What follows belongs to an exercise in optimizing a design on an open flow for small area; a production flow would make more cautious choices. At most, simulation tests tie the RTL to the original design; equivalence was not proved. Power figures rest on the tool's default switching activity, not on a simulated workload. The clock port is modelled as an ideal driver; clocking choices that lean on that would not hold on a real chip.

== JK ==
// tile_pixel_encoder
module tile_pixel_encoder #(
    parameter int TILE_W = 20,
    parameter int TILE_H = 20,
    parameter int DEPTH  = TILE_W * TILE_H,
    parameter int ADDR_W = 9,
    parameter int IDX_W  = 4
) (
    input  logic              Clk,
    input  logic              Reset,
    input  logic              start,
    input  logic              pix_valid,
    input  logic [23:0]       pix_color,
    output logic              pix_ready,
    input  logic [ADDR_W-1:0] read_address,
    output logic [IDX_W-1:0]  output_index,
    output logic              busy,
    output logic              done,
    output logic              err,
    output logic [ADDR_W-1:0] err_addr
);
clock: 5.0 ns
lec_check: 0
cap_margin: 20
core_margin: 2
core_utilization: 50
cts_buf_list: sky130_fd_sc_hd__clkbuf_16
cts_cluster_diameter: 60
cts_cluster_size: 24
slew_margin: 20
synth_hierarchical: 1
synth_minimum_keep_size: 0
run.sh (not shown) runs the stock make flow with config.mk's settings and CLKGATE_MAP_FILE= SYNTH_SCRIPT=/design/flow/synth_recipe.tcl, a recipe that flattens the netlist after the stock synthesis.
JK: done, clean on timing, DRC and antenna
For MS, these inputs were changed with respect to JK:
-- flow/design.v --
<<< JK, line 86
    state_t            r_state;
    logic [ADDR_W-1:0] r_addr;
    logic [IDX_W-1:0]  r_out;
    logic [12:0]       r_mem [0:NWORDS-1];
    logic [IDX_W-1:0]  r_stage [0:2];
>>> MS, line 86
    state_t            r_state;
    logic [ADDR_W-1:0] r_addr;
    logic [IDX_W-1:0]  r_out;    
    logic [12:0]       r_mem [0:NWORDS-1];
    logic [IDX_W-1:0]  r_stage [0:2];
<<< JK, line 179
    end
    tpe_nand_tree #(.N(NGRP)) u_tree (.x_n(w_grp_n), .y(w_rword));
    logic w_hit;
    assign w_hit = (read_address[ADDR_W-1:2] == r_addr[ADDR_W-1:2]) && (read_address[1:0] < r_addr[1:0]);
    always_ff @(posedge Clk) begin
        if (Reset) begin
            r_out <= '0;
        end else if (read_address > LAST) begin
            r_out <= '0;
        end else if (w_hit) begin
            r_out <= r_stage[read_address[1:0]];
        end else begin
            r_out <= dec(w_rword, read_address[1:0]);
        end
    end
endmodule
module tpe_rd_decode (
>>> MS, line 179
    end
    tpe_nand_tree #(.N(NGRP)) u_tree (.x_n(w_grp_n), .y(w_rword));
    logic        w_hit;
    logic [3:0]  w_sidx;
    logic [12:0] w_sword;
    assign w_hit  = (read_address[ADDR_W-1:2] == r_addr[ADDR_W-1:2]) && (read_address[1:0] < r_addr[1:0]);
    assign w_sidx = r_stage[read_address[1:0]];
    always_comb begin
        if (w_sidx[3]) w_sword = {2'b10, read_address[1:0], 9'b0};
        else           w_sword = 13'({w_sidx[2:0]} << (3 * read_address[1:0]));
    end
    logic [12:0] r_rword;
    logic [1:0]  r_rpos;
    always_ff @(posedge Clk) begin
        if (Reset)      r_rword <= '0;
        else if (w_hit) r_rword <= w_sword;
        else            r_rword <= w_rword;
    end
    always_ff @(posedge Clk) begin
        r_rpos <= read_address[1:0];
    end
    assign r_out = dec(r_rword, r_rpos);
endmodule
module tpe_rd_decode (
Notes after the runs:
On routed wirelength normalized by instance count: between MS and JK, it ends up lower for JK. For the critical path depth, MS came in 13 lower than JK did. Changes observed in MS relative to JK: setup TNS has remained practically unchanged, fill cell instance count of the final layout rose about 8%, synthesized cell count up 2.0%, layout-stage area growth over the synthesis result now smaller, count of clock-buffer cells in the layout lower.
No functional check of the RTL was part of any run of this note.

--- another note on this design; it stands on its own ---

## tile_pixel_encoder
module tile_pixel_encoder #(
    parameter int TILE_W = 20,
    parameter int TILE_H = 20,
    parameter int DEPTH  = TILE_W * TILE_H,
    parameter int ADDR_W = 9,
    parameter int IDX_W  = 4
) (
    input  logic              Clk,
    input  logic              Reset,
    input  logic              start,
    input  logic              pix_valid,
    input  logic [23:0]       pix_color,
    output logic              pix_ready,
    input  logic [ADDR_W-1:0] read_address,
    output logic [IDX_W-1:0]  output_index,
    output logic              busy,
    output logic              done,
    output logic              err,
    output logic [ADDR_W-1:0] err_addr
);
Size in the first run: about 3000 cells after synthesis, roughly 1400 flip-flops, roughly 41000 um^2 of cells after synthesis.
clock: 5.0 ns
lec_check: 0
cap_margin: 0
core_margin: 2
core_utilization: 70
cts_buf_list: sky130_fd_sc_hd__clkbuf_16
cts_cluster_diameter: 80
cts_cluster_size: 28
setup_slack_margin: 0.1
slew_margin: 0
synth_hierarchical: 1
synth_minimum_keep_size: 0
standard.sh (not shown) runs the stock make flow with config.mk's settings and CLKGATE_MAP_FILE= SYNTH_SCRIPT=/design/flow/synth_recipe.tcl, a recipe that flattens the netlist after the stock synthesis.
==> flow/flow/run.sh <==
#!/bin/bash
# Standard layout, with plain buffers on the ports and no dummy clock loads.
set -euo pipefail
export BUFFER_PORTS_ARGS="-buffer_cell sky130_fd_sc_hd__buf_1"
export CTS_ARGS="-sink_clustering_enable -repair_clock_nets -dont_use_dummy_load -sink_clustering_size 28 -sink_clustering_max_diameter 80 -buf_list sky130_fd_sc_hd__clkbuf_16"
bash standard.sh > standard.log 2>&1
Then changed:
==> flow/flow/run.sh (replaced) <==
#!/bin/bash
# Standard layout, with plain buffers on the ports and no dummy clock loads.
set -euo pipefail
export BUFFER_PORTS_ARGS="-buffer_cell sky130_fd_sc_hd__buf_1"
export CTS_ARGS="-sink_clustering_enable -repair_clock_nets -dont_use_dummy_load -sink_clustering_size 32 -sink_clustering_max_diameter 90 -buf_list sky130_fd_sc_hd__clkbuf_16"
bash standard.sh > standard.log 2>&1
CTS_CLUSTER_DIAMETER = 90   (was 80)
CTS_CLUSTER_SIZE = 32   (was 28)
The new run passed the timing, design-rule and antenna checks.
Wire length fell by 0.99%.
Power is lower by 1.7%.
Worst hold slack gets better by 0.032 ns.
Non-clock buffer count is unchanged.

## separate check: timing with driven ports
The results above use ideal ports. As a check the final layouts listed here were re-extracted and re-timed, cells and wires unchanged. Step 1 (the two cells are an assumption about what drives the block):
set clk [get_ports {Clk}]
set_driving_cell -lib_cell sky130_fd_sc_hd__clkbuf_16 $clk
set_driving_cell -lib_cell sky130_fd_sc_hd__buf_2 [delete_from_list [all_inputs] $clk]
Step 2 adds t to the input delays and takes it off the output delays; t is the mean of the earliest and latest rising clock arrival at the registers after step 1. Input paths then give back, and output paths get back, about the clock's delay inside the block. Three values: ideal ports, drivers, drivers and shift; two values: the first two.
| run | t (ns) | setup slack, ns | hold slack, ns | clock arrival spread, ns | worst data-port slew with drivers (ns) |
|---|---|---|---|---|---|
| JK | 0.762 | 0.244 / 0.290 / -0.473 | 0.466 / 0.466 / 0.466 | 0.037 / 0.037 | 0.05 |
| MS | 0.760 | 0.633 / 0.569 / -0.141 | 0.468 / 0.468 / 0.468 | 0.035 / 0.035 | 0.09 |
| the first run of note 2 | 0.691 | 0.223 / 0.254 / -0.437 | 0.295 / 0.295 / 0.295 | 0.074 / 0.075 | 0.04 |
| the second run of note 2 | 0.687 | 0.299 / 0.332 / -0.355 | 0.327 / 0.327 / 0.327 | 0.058 / 0.058 | 0.04 |
With both steps, setup timing fails in every run listed, where it was met with ideal ports. The setup slack of MS, which loses most, moves by -0.064 ns with the drivers and by -0.774 ns with both steps.
